What follows belongs to an exercise in optimizing a design on an open flow for small area; a production flow would make more cautious choices.
Function was checked by simulation only, so behaviour that the tests miss may differ from the original.
No activity file was given, so power comes from the tool's default toggle rates. No driver is modelled on the clock port, so clocking that relies on it looks cheaper here than on a real chip.

## wip/quartz
## clock_divider_multi
module clock_divider_multi
#(
  parameter int NUM_CH      = clock_divider_pkg::CDM_DEFAULT_NUM_CH,
  parameter int CH_IDX_W    = clock_divider_pkg::CDM_DEFAULT_CH_IDX_W,
  parameter int DIV_WIDTH   = clock_divider_pkg::CDM_DEFAULT_DIV_WIDTH,
  parameter int DEFAULT_DIV = clock_divider_pkg::CDM_DEFAULT_DIV
) (
  input  logic                 clk,
  input  logic                 rst,
  input  logic [NUM_CH-1:0]    en,
  input  logic                 cfg_valid,
  output logic                 cfg_ready,
  input  logic [CH_IDX_W-1:0]  cfg_ch,
  input  logic [DIV_WIDTH-1:0] cfg_div,
  input  logic [DIV_WIDTH-1:0] cfg_high,
  input  logic                 sync_req,
  output logic                 sync_busy,
  output logic [NUM_CH-1:0]    div_out,
  output logic [NUM_CH-1:0]    tick,
  output logic [NUM_CH-1:0]    pending
);
Size in the first run: ~1400 cells after synthesis, about 500 flip-flops, roughly 72 I/O pins, roughly 20000 um^2 of cells after synthesis.
export LEC_CHECK = 0
export CAP_MARGIN = 20
export CORE_MARGIN = 2
export CORE_UTILIZATION = 65
export SLEW_MARGIN = 20
create_clock -name core_clock -period 11.0 [get_ports {clk}]
standard.sh (not shown) runs the stock make flow with config.mk's settings and CLKGATE_MAP_FILE= SYNTH_SCRIPT=/design/flow/synth_recipe.tcl, a recipe that flattens the netlist after the stock synthesis.
==> flow/flow/run.sh <==
#!/bin/bash
# The standard layout, with the port buffers made of the smallest buffer cell and a clock
# tree built without dummy loads.
set -e
export BUFFER_PORTS_ARGS="-buffer_cell sky130_fd_sc_hd__buf_1"
export CTS_ARGS="-sink_clustering_enable -repair_clock_nets -dont_use_dummy_load -sink_clustering_size 20 -sink_clustering_max_diameter 40 -buf_list sky130_fd_sc_hd__clkbuf_8"
bash standard.sh > standard.log 2>&1
Inputs modified between wip/quartz and wip/onyx:
# wip/quartz
export LEC_CHECK = 0
export CAP_MARGIN = 20
export CORE_MARGIN = 2
export CORE_UTILIZATION = 65
export SLEW_MARGIN = 20
create_clock -name core_clock -period 11.0 [get_ports {clk}]
# wip/onyx
export LEC_CHECK = 0
export CAP_MARGIN = 0
export CORE_MARGIN = 2
export CORE_UTILIZATION = 65
export GPL_TIMING_DRIVEN = 0
export SLEW_MARGIN = 0
create_clock -name core_clock -period 11.0 [get_ports {clk}]
==> flow/flow/run.sh <==
#!/bin/bash
# The standard layout, with the port buffers made of the smallest buffer cell and a clock
# tree built without dummy loads.
set -e
export BUFFER_PORTS_ARGS="-buffer_cell sky130_fd_sc_hd__buf_1"
export CTS_ARGS="-sink_clustering_enable -repair_clock_nets -dont_use_dummy_load -sink_clustering_size 30 -sink_clustering_max_diameter 120 -buf_list sky130_fd_sc_hd__clkbuf_16"
bash standard.sh > standard.log 2>&1
Results
Delta(area added between synthesis and finish, wip/onyx - wip/quartz) > 0
wip/onyx against wip/quartz: mux cell area share after synthesis level; final cell utilization of the core increased 0.79 points.
> inputs changed (wip/onyx -> wip/tundra)
# wip/onyx
export LEC_CHECK = 0
export CAP_MARGIN = 0
export CORE_MARGIN = 2
export CORE_UTILIZATION = 65
export GPL_TIMING_DRIVEN = 0
export SLEW_MARGIN = 0
create_clock -name core_clock -period 11.0 [get_ports {clk}]
# wip/tundra
export LEC_CHECK = 0
export CAP_MARGIN = 20
export CORE_MARGIN = 2
export CORE_UTILIZATION = 75
export CTS_BUF_LIST = sky130_fd_sc_hd__clkbuf_16
export CTS_CLUSTER_DIAMETER = 50
export CTS_CLUSTER_SIZE = 40
export PLACE_DENSITY = 0.85
export SLEW_MARGIN = 20
create_clock -name core_clock -period 11.0 [get_ports {clk}]
==> flow/flow/run.sh <==
#!/bin/bash
# The standard layout, with the port buffers made of the smallest buffer cell.
set -e
export BUFFER_PORTS_ARGS="-buffer_cell sky130_fd_sc_hd__buf_1"
bash standard.sh > standard.log 2>&1
## What came out
wip/tundra vs wip/onyx — power climbed by more than 10%
Cell row count (wip/tundra vs. wip/onyx) decreases by a few percent
Cmp wip/onyx and wip/tundra / net switching fraction of the power / higher: wip/tundra
Diff wip/tundra..wip/onyx | remaining antenna violation count after routing | unchanged

## separate check: timing with driven ports
No port has a modelled driver above. Below, the same layouts with a new extraction and two added sets of constraints. Step 1: set_driving_cell puts a clkbuf_16 on clk and a buf_2 on each other input, an assumption about the parent block. Step 2, shift: input delay + t, output delay - t, t = (earliest + latest rising clock arrival at the registers) / 2. This alone moves slack from input paths to output paths. Slacks: ideal ports / drivers / drivers and shift; pairs: ideal ports / drivers.
run | shift t [ns] | setup slack, ns | latest minus earliest clock arrival (ns) | worst register clock-pin slew, ns | worst data-port slew with drivers (ns)
wip/quartz | 0.632 | 3.336 / 3.365 / 2.733 | 0.070 / 0.070 | 0.11 / 0.11 | 0.04
wip/onyx | 0.583 | 2.319 / 2.349 / 1.766 | 0.030 / 0.030 | 0.11 / 0.11 | 0.04
wip/tundra | 0.584 | 3.264 / 3.294 / 2.710 | 0.030 / 0.030 | 0.10 / 0.10 | 0.03
After both steps setup and hold are still met in every run listed. The setup slack of wip/quartz, which loses most, moves by +0.029 ns with the drivers and by -0.603 ns with both steps.
